From an optimization exercise on the open Yosys and OpenROAD flow, aimed at a short achievable clock period and few clock cycles; shortcuts taken in it are not production practice. No activity file was given, so power comes from the tool's default toggle rates.

## lc3b_pipeline
module lc3b_pipeline
#(
    parameter logic [15:0] RESET_PC = 16'h0000
)
(
    input  logic        clk,
    input  logic        rst,
    output logic        imem_read,
    output logic [15:0] imem_address,
    input  logic        imem_resp,
    input  logic [15:0] imem_rdata,
    output logic        dmem_read,
    output logic        dmem_write,
    output logic [15:0] dmem_address,
    output logic [15:0] dmem_wdata,
    output logic [1:0]  dmem_byte_enable,
    input  logic        dmem_resp,
    input  logic [15:0] dmem_rdata
);
For scale: ~2100 cells after synthesis, roughly 89 I/O pins, about 0.020 sq mm of cells after synthesis.
clock: 4.5 ns
lec_check: 0
abc_clock_period_in_ps: 2000
cap_margin: 20
core_margin: 2
core_utilization: 40
setup_slack_margin: 2.5
slew_margin: 20
standard.sh (not shown) runs the stock make flow with config.mk's settings and CLKGATE_MAP_FILE= SYNTH_SCRIPT=/design/flow/synth_recipe.tcl, a recipe that flattens the netlist after the stock synthesis.
==> flow/flow/run.sh <==
#!/bin/bash
# Standard layout with these changes: ports buffered with buf_4 instead of the
# smallest buffer; the resizer free to change a cell's footprint; adders left
# to ABC as plain logic instead of full/half-adder cells; and a few slow
# gates (majority, and the 3x2 AND-OR-invert that comes in one size) kept out of the
# combinational logic, on top of the platform's own don't-use list.
set -euo pipefail
PLATFORM_DONT_USE="sky130_fd_sc_hd__probe_p_8 sky130_fd_sc_hd__probec_p_8 sky130_fd_sc_hd__lpflow_bleeder_1 sky130_fd_sc_hd__lpflow_clkbufkapwr_1 sky130_fd_sc_hd__lpflow_clkbufkapwr_16 sky130_fd_sc_hd__lpflow_clkbufkapwr_2 sky130_fd_sc_hd__lpflow_clkbufkapwr_4 sky130_fd_sc_hd__lpflow_clkbufkapwr_8 sky130_fd_sc_hd__lpflow_clkinvkapwr_1 sky130_fd_sc_hd__lpflow_clkinvkapwr_16 sky130_fd_sc_hd__lpflow_clkinvkapwr_2 sky130_fd_sc_hd__lpflow_clkinvkapwr_4 sky130_fd_sc_hd__lpflow_clkinvkapwr_8 sky130_fd_sc_hd__lpflow_decapkapwr_12 sky130_fd_sc_hd__lpflow_decapkapwr_3 sky130_fd_sc_hd__lpflow_decapkapwr_4 sky130_fd_sc_hd__lpflow_decapkapwr_6 sky130_fd_sc_hd__lpflow_decapkapwr_8 sky130_fd_sc_hd__lpflow_inputiso0n_1 sky130_fd_sc_hd__lpflow_inputiso0p_1 sky130_fd_sc_hd__lpflow_inputiso1n_1 sky130_fd_sc_hd__lpflow_inputiso1p_1 sky130_fd_sc_hd__lpflow_inputisolatch_1 sky130_fd_sc_hd__lpflow_isobufsrc_1 sky130_fd_sc_hd__lpflow_isobufsrc_16 sky130_fd_sc_hd__lpflow_isobufsrc_2 sky130_fd_sc_hd__lpflow_isobufsrc_4 sky130_fd_sc_hd__lpflow_isobufsrc_8 sky130_fd_sc_hd__lpflow_isobufsrckapwr_16 sky130_fd_sc_hd__lpflow_lsbuf_lh_hl_isowell_tap_1 sky130_fd_sc_hd__lpflow_lsbuf_lh_hl_isowell_tap_2 sky130_fd_sc_hd__lpflow_lsbuf_lh_hl_isowell_tap_4 sky130_fd_sc_hd__lpflow_lsbuf_lh_isowell_4 sky130_fd_sc_hd__lpflow_lsbuf_lh_isowell_tap_1 sky130_fd_sc_hd__lpflow_lsbuf_lh_isowell_tap_2 sky130_fd_sc_hd__lpflow_lsbuf_lh_isowell_tap_4"
SLOW="sky130_fd_sc_hd__maj3_1 sky130_fd_sc_hd__maj3_2 sky130_fd_sc_hd__maj3_4 sky130_fd_sc_hd__a222oi_1"
bash standard.sh "BUFFER_PORTS_ARGS=-buffer_cell sky130_fd_sc_hd__buf_4" MATCH_CELL_FOOTPRINT=0 ADDER_MAP_FILE= \
    "DONT_USE_CELLS=$PLATFORM_DONT_USE $SLOW" finish > make_finish.log 2>&1
The first run finished clean.
Change:
--- a/flow/design.v
+++ b/flow/design.v
@@ -104,23 +104,24 @@
     logic [8:0]  d_tlo;
     logic        d_c9, d_xr, d_cross;
     logic [5:0]  hi_inc, hi_dec;
     logic [15:0] d_imm;
     logic        d_add, d_and, d_not, d_ld, d_st, d_byte, d_br, d_wen, d_use1, d_use2, d_pred;
     logic        e_v;
     logic        e_add, e_and, e_not;
     logic [15:0] e_a, e_b, e_sd;
-    logic        e_fsd;
+    logic        e_fsd, e_fsm;
     logic        e_wen, e_load, e_store, e_byte, e_br, e_pred;
     logic [2:0]  e_dest;
     logic [2:0]  e_nzp;
     logic [15:0] e_alt, e_pc;
     logic        m_wen, m_load, m_store, m_byte, m_z, m_p, m_rd, m_wr;
-    logic        e_brt, e_brn;
+    logic        e_brt, e_brn, e_tk;
+    logic        tk_old, tk_alu, tk_d;
     logic [2:0]  m_dest;
     logic [15:0] m_res;
     logic [15:0] m_addr, m_addr_sh;
     logic [15:0] m_wdata, m_wdata_sh, wd_e;
     logic [1:0]  m_be, m_be_sh, be_e;
     logic [7:0][15:0] rf;
     logic [2:0]  cc;
     logic        stall_m;
@@ -130,33 +131,31 @@
     assign dmem_write       = m_wr;
     assign dmem_address     = m_addr;
     assign dmem_wdata       = m_wdata;
     assign dmem_byte_enable = m_be;
     assign stall_m = (m_load | m_store) & ~dmem_resp;
     assign ld_data = !m_byte ? dmem_rdata :
                      m_addr_sh[0] ? {8'h00, dmem_rdata[15:8]} : {8'h00, dmem_rdata[7:0]};
     assign m_val   = m_load ? ld_data : m_res;
-    logic [15:0] op_a, op_b, cy, t, oth, x0, x1, alu, sd;
+    logic [15:0] op_a, op_b, cy, t, oth, x0, x1, alu, agu, sd;
     logic        z_e;
-    logic        e_redirect, taken_e;
-    logic [2:0]  cc_e;
+    logic        e_redirect;
     assign op_a = e_a;
     assign op_b = e_b;
     assign cy   = carries(op_a, op_b);
     assign t    = op_a ^ op_b;
     assign oth  = e_and ? (op_a & op_b) : ~op_a;
     assign x0   = e_add ? t : oth;
     assign x1   = e_add ? ~t : oth;
     assign alu  = (cy & x1) | (~cy & x0);
+    assign agu  = t ^ cy;
     assign z_e  = (e_add & sum_zero(op_a, op_b)) | (e_and & ~|(op_a & op_b)) | (e_not & (&op_a));
-    assign sd   = e_fsd ? ld_data : e_sd;
-    assign cc_e       = m_wen ? {m_res[15], m_z, m_p} : cc;
-    assign taken_e    = |(e_nzp & cc_e);
-    assign e_redirect = taken_e ? e_brn : e_brt;
+    assign sd   = e_fsm ? m_res : e_fsd ? ld_data : e_sd;
+    assign e_redirect = e_tk ? e_brn : e_brt;
     logic [2:0]  s1, s2, s3, dd;
     logic [15:0] r1, r3, ra1, ra2, ra3, b_d;
     logic        d_redirect;
     logic        wl1, wl2, wl3, fa_d, fb_d, fsd_d;
     logic [15:0] a_d, b_dn;
     logic        lu_stall, d_go, d_free, d_lu, lu_f;
     assign s1 = d_ir[8:6];
     assign s2 = d_ir[2:0];
@@ -169,16 +168,20 @@
     assign ra2 = (m_wen && m_dest == s2) ? m_res : rf[s2];
     assign ra3 = (m_wen && m_dest == s3) ? m_res : rf[s3];
     assign r1  = wl1 ? ld_data : ra1;
     assign r3  = wl3 ? ld_data : ra3;
     assign b_d = (d_use2 & wl2) ? ld_data : d_use2 ? ra2 : d_imm;
     assign hi_inc = inc6(d_pc[15:10]);
     assign hi_dec = dec6(d_pc[15:10]);
     assign d_tgt  = {~d_xr ? d_pc[15:10] : d_c9 ? hi_inc : hi_dec, d_tlo, d_pc[0]};
+    assign tk_old = ~m_wen ? |(d_ir[11:9] & cc) :
+                    m_load ? |(d_ir[11:9] & flags(ld_data)) : |(d_ir[11:9] & {m_res[15], m_z, m_p});
+    assign tk_alu = alu[15] ? d_ir[11] : z_e ? d_ir[10] : d_ir[9];
+    assign tk_d   = e_wen ? tk_alu : tk_old;
     assign d_redirect = d_v & d_cross & ~e_redirect;
     assign fa_d   = e_wen & (e_dest == s1);
     assign fb_d   = d_use2 & e_wen & (e_dest == s2);
     assign fsd_d  = e_wen & (e_dest == s3);
     assign a_d    = fa_d ? alu : r1;
     assign b_dn   = fb_d ? alu : b_d;
     assign lu_stall = d_lu;
     assign d_go     = d_v & ~lu_stall;
@@ -300,22 +303,24 @@
     end
     always_ff @(posedge clk)
     begin
         e_add  <= d_add;
         e_and  <= d_and;
         e_not  <= d_not;
         e_a    <= a_d;
         e_b    <= b_dn;
-        e_sd   <= fsd_d ? alu : r3;
+        e_sd   <= r3;
+        e_fsm  <= fsd_d & ~e_load;
         e_fsd  <= fsd_d & e_load;
         e_byte <= d_byte;
         e_dest <= dd;
         e_nzp  <= d_ir[11:9];
         e_pred <= d_pred;
+        e_tk   <= tk_d;
         e_alt  <= d_pred ? d_pcn : d_tgt;
         e_pc   <= d_pc;
     end
     always_ff @(posedge clk)
     begin
         if (rst)
         begin
             m_wen   <= 1'b0;
@@ -334,25 +339,25 @@
         if (!stall_m)
         begin
             m_byte  <= e_byte;
             m_dest  <= e_dest;
             m_wdata_sh <= wd_e;
             m_be_sh    <= be_e;
         end
         if (!stall_m & (e_load | e_store))
-            m_addr_sh <= alu;
+            m_addr_sh <= agu;
     end
     assign wd_e = e_byte ? {sd[7:0], sd[7:0]} : sd;
     assign be_e = e_byte ? ((op_a[0] ^ op_b[0]) ? 2'b10 : 2'b01) : 2'b11;
     always_ff @(posedge clk)
     begin
         m_wdata <= ~stall_m ? wd_e : m_wdata_sh;
         m_be    <= ~stall_m ? be_e : m_be_sh;
-        m_addr  <= (~stall_m & (e_load | e_store)) ? alu : m_addr_sh;
+        m_addr  <= (~stall_m & (e_load | e_store)) ? agu : m_addr_sh;
     end
     always_ff @(posedge clk)
     begin
         if (rst)
         begin
             m_rd <= 1'b0;
             m_wr <= 1'b0;
         end
Outcome: The new run completed without violations; count of clock-buffer cells in the layout went up by 5; core utilization stays flat; power went up by 1.5%; worst setup slack loses 0.090 ns; synthesized area went down by 0.76%; die area went down by about 0.7%; cell count went down by about 0.5%; combinational power barely changes.
No functional check of the RTL was part of any run of this note.

-- static timing again, ports no longer ideal --
In the flow no input, the clock included, has a driving cell. The finished layouts below were timed again as built, in two steps. Step 1 sets driving cells, clkbuf_16 on the clock port and buf_2 on the other inputs (assumed; they add their load-dependent delay and slew). Step 2 times the ports against the registers' clock, not the clock port: input delays grow and output delays shrink by t, the midpoint of the rising clock arrivals with the driver on. Slacks: ideal ports / drivers / drivers and shift; pairs: ideal ports / drivers.
| run | t, ns | setup slack, ns | worst setup path at the end | slew at the worst register clock pin (ns) | cell pins on the clock port's net |
|---|---|---|---|---|---|
| the first run | 0.639 | 2.127 / 2.127 / 1.629 | input to register | 0.07 / 0.07 | 1 |
| the second run | 0.636 | 2.037 / 2.043 / 1.407 | input to register | 0.07 / 0.07 | 1 |
After both steps every run listed still meets setup and hold. The setup slack of the second run, which loses most, moves by +0.006 ns with the drivers and by -0.630 ns with both steps.
